This is an optimization exercise on Yosys and OpenROAD, whose aim is small area, not a production implementation. RTL that was checked went through simulation tests only; none was proved equivalent to the original. Power figures rest on the tool's default switching activity, not on a simulated workload.

==> flow/design.v <==
module sample_pack_8 #(
    parameter int width       = 48,
    parameter int width_group = 384
) (
    input  logic                   clk,
    input  logic                   rst_n,
    input  logic                   clr,
    input  logic                   in_valid,
    output logic                   in_ready,
    input  logic [width-1:0]       in_data,
    output logic                   out_valid,
    input  logic                   out_ready,
    output logic [width_group-1:0] out_data,
    output logic [2:0]             fill_cnt
);
    logic                   hold_q;
    logic [2:0]             fill_q;
    logic                   out_valid_q;
    logic [width_group-1:0] asm_q;
    wire  [width_group-1:0] asm_d;
    logic [width_group-1:0] out_data_q;
    logic                   accept;
    logic                   out_free;
    logic                   last;
    logic [7:0]             asm_load, asm_keep;
    wire  [width_group-1:0] out_d;
    assign in_ready  = rst_n && !hold_q;
    assign accept    = in_valid && in_ready && !clr;
    assign out_free  = !out_valid_q || out_ready;
    assign last      = (fill_q == 3'd7);
    assign out_valid = out_valid_q;
    assign out_data  = out_data_q;
    assign fill_cnt  = fill_q;
    always_ff @(posedge clk) begin
        if (!rst_n) begin
            hold_q      <= 1'b0;
            fill_q      <= 3'd0;
            out_valid_q <= 1'b0;
        end else begin
            if (clr) begin
                fill_q <= 3'd0;
                hold_q <= 1'b0;
            end else if (accept) begin
                fill_q <= fill_q + 3'd1;
                if (last && !out_free) hold_q <= 1'b1;
            end else if (hold_q && out_free) begin
                hold_q <= 1'b0;
            end
            if ((accept && last) || (hold_q && !clr)) begin
                if (out_free) out_valid_q <= 1'b1;
            end else if (out_ready) begin
                out_valid_q <= 1'b0;
            end
        end
    end
    always_comb begin
        for (int s = 0; s < 8; s++) begin
            asm_load[s] = !hold_q && in_valid && fill_q == 3'(s);
            asm_keep[s] = hold_q || fill_q > 3'(s);
        end
    end
    genvar g;
    generate
    for (g = 0; g < 8; g++) begin : g_slot
        sample_pack_8_sel #(.width(width)) u_asm (
            .a(in_data), .a_en(asm_load[g]),
            .b(asm_q[g*width +: width]), .b_en(asm_keep[g]),
            .y(asm_d[g*width +: width])
        );
        logic out_load_s, out_keep_s;
        sample_pack_8_outctl u_ctl (
            .out_valid_q(out_valid_q), .out_ready(out_ready), .hold_q(hold_q),
            .in_valid(in_valid), .last(last),
            .out_load(out_load_s), .out_keep(out_keep_s)
        );
        sample_pack_8_sel #(.width(width)) u_out (
            .a(g == 7 ? asm_d[g*width +: width] : asm_q[g*width +: width]), .a_en(out_load_s),
            .b(out_data_q[g*width +: width]), .b_en(out_keep_s),
            .y(out_d[g*width +: width])
        );
    end
    endgenerate
    always_ff @(posedge clk) begin
        asm_q <= asm_d;
    end
    always_ff @(posedge clk) begin
        out_data_q <= out_d;
    end
endmodule
module sample_pack_8_sel #(
    parameter int width = 48
) (
    input  logic [width-1:0] a,
    input  logic             a_en,
    input  logic [width-1:0] b,
    input  logic             b_en,
    output logic [width-1:0] y
);
    assign y = (a & {width{a_en}}) | (b & {width{b_en}});
endmodule
module sample_pack_8_outctl (
    input  logic out_valid_q,
    input  logic out_ready,
    input  logic hold_q,
    input  logic in_valid,
    input  logic last,
    output logic out_load,
    output logic out_keep
);
    assign out_load = (!out_valid_q || out_ready) && (hold_q || (in_valid && last));
    assign out_keep = out_valid_q && !out_ready;
endmodule
export LEC_CHECK = 0
export CAP_MARGIN = 0
export CORE_MARGIN = 2
export CORE_UTILIZATION = 70
export PLACE_DENSITY = 0.85
export SLEW_MARGIN = 0
export SYNTH_HIERARCHICAL = 1
export SYNTH_MINIMUM_KEEP_SIZE = 0
create_clock -name core_clock -period 4.0 [get_ports {clk}]
standard.sh (not shown) runs the stock make flow with config.mk's settings and CLKGATE_MAP_FILE= SYNTH_SCRIPT=/design/flow/synth_recipe.tcl, a recipe that flattens the netlist after the stock synthesis.
==> flow/flow/run.sh <==
#!/bin/bash
# Standard ORFS layout with smaller port buffers and a leaner clock tree.
set -euo pipefail
cd "$(dirname "$0")/.."
export BUFFER_PORTS_ARGS="-buffer_cell sky130_fd_sc_hd__buf_1"
export CTS_ARGS="-sink_clustering_enable -repair_clock_nets -dont_use_dummy_load -buf_list sky130_fd_sc_hd__clkbuf_8 -sink_clustering_size 18 -sink_clustering_max_diameter 60"
bash standard.sh > flow_make.log 2>&1
The baseline produced a clean layout.
Edit:
--- a/flow/design.v
+++ b/flow/design.v
@@ -21,10 +21,11 @@
     logic [width_group-1:0] out_data_q;
     logic                   accept;
     logic                   out_free;
     logic                   last;
     logic [7:0]             asm_load, asm_keep;
+    logic                   out_load, out_keep;
     wire  [width_group-1:0] out_d;
     assign in_ready  = rst_n && !hold_q;
     assign accept    = in_valid && in_ready && !clr;
     assign out_free  = !out_valid_q || out_ready;
     assign last      = (fill_q == 3'd7);
@@ -65,26 +66,22 @@
         sample_pack_8_sel #(.width(width)) u_asm (
             .a(in_data), .a_en(asm_load[g]),
             .b(asm_q[g*width +: width]), .b_en(asm_keep[g]),
             .y(asm_d[g*width +: width])
         );
-        logic out_load_s, out_keep_s;
-        sample_pack_8_outctl u_ctl (
-            .out_valid_q(out_valid_q), .out_ready(out_ready), .hold_q(hold_q),
-            .in_valid(in_valid), .last(last),
-            .out_load(out_load_s), .out_keep(out_keep_s)
-        );
         sample_pack_8_sel #(.width(width)) u_out (
-            .a(g == 7 ? asm_d[g*width +: width] : asm_q[g*width +: width]), .a_en(out_load_s),
-            .b(out_data_q[g*width +: width]), .b_en(out_keep_s),
+            .a(g == 7 ? asm_d[g*width +: width] : asm_q[g*width +: width]), .a_en(out_load),
+            .b(out_data_q[g*width +: width]), .b_en(out_keep),
             .y(out_d[g*width +: width])
         );
     end
     endgenerate
     always_ff @(posedge clk) begin
         asm_q <= asm_d;
     end
+    assign out_load = out_free && (hold_q || (in_valid && last));
+    assign out_keep = out_valid_q && !out_ready;
     always_ff @(posedge clk) begin
         out_data_q <= out_d;
     end
 endmodule
 module sample_pack_8_sel #(
@@ -96,17 +93,5 @@
     input  logic             b_en,
     output logic [width-1:0] y
 );
     assign y = (a & {width{a_en}}) | (b & {width{b_en}});
 endmodule
-module sample_pack_8_outctl (
-    input  logic out_valid_q,
-    input  logic out_ready,
-    input  logic hold_q,
-    input  logic in_valid,
-    input  logic last,
-    output logic out_load,
-    output logic out_keep
-);
-    assign out_load = (!out_valid_q || out_ready) && (hold_q || (in_valid && last));
-    assign out_keep = out_valid_q && !out_ready;
-endmodule
Result: Setup slack improves by 0.27 ns; maximum frequency rose by 11%; synthesized area fell by 0.76%; synthesized cell count fell by 1.1%; cell area fell by 0.82%; routed wire length fell by 7.7%; clock skew is about the same; clock power is about the same; via count fell by 2.6%; critical path depth stays the same; sequential power is about the same; core utilization fell by 0.44 points; cell count fell by 1.2%.
Only the layout flow was run in the first run of this note; the RTL was not checked for function there.

separate check: timing with driven ports:
How much do the figures lean on ideal ports? The routed layouts below were timed once more, with nothing changed but the port constraints.
Step 1: set_driving_cell puts a clkbuf_16 on clk and a buf_2 on each other input, an assumption about the parent block.
Step 2 also shifts input and output timing later by t, the mid clock arrival at the registers, as if the neighbouring blocks saw the same clock.
Slacks: ideal ports / drivers / drivers and shift; pairs: ideal ports / drivers.
run	t (ns)	slack for setup (ns)	worst hold slack (ns)	worst register clock-pin slew, ns	worst data-port slew with drivers (ns)
the first run	0.641	1.136 / 1.136 / 0.855	0.454 / 0.454 / 0.454	0.11 / 0.11	0.09
the second run	0.639	1.408 / 1.408 / 1.078	0.441 / 0.427 / 0.441	0.11 / 0.11	0.07
After both steps setup and hold are still met in every run listed. For the second run, which loses most, drivers alone change the setup slack by 0.000 ns; drivers and shift together by -0.330 ns.
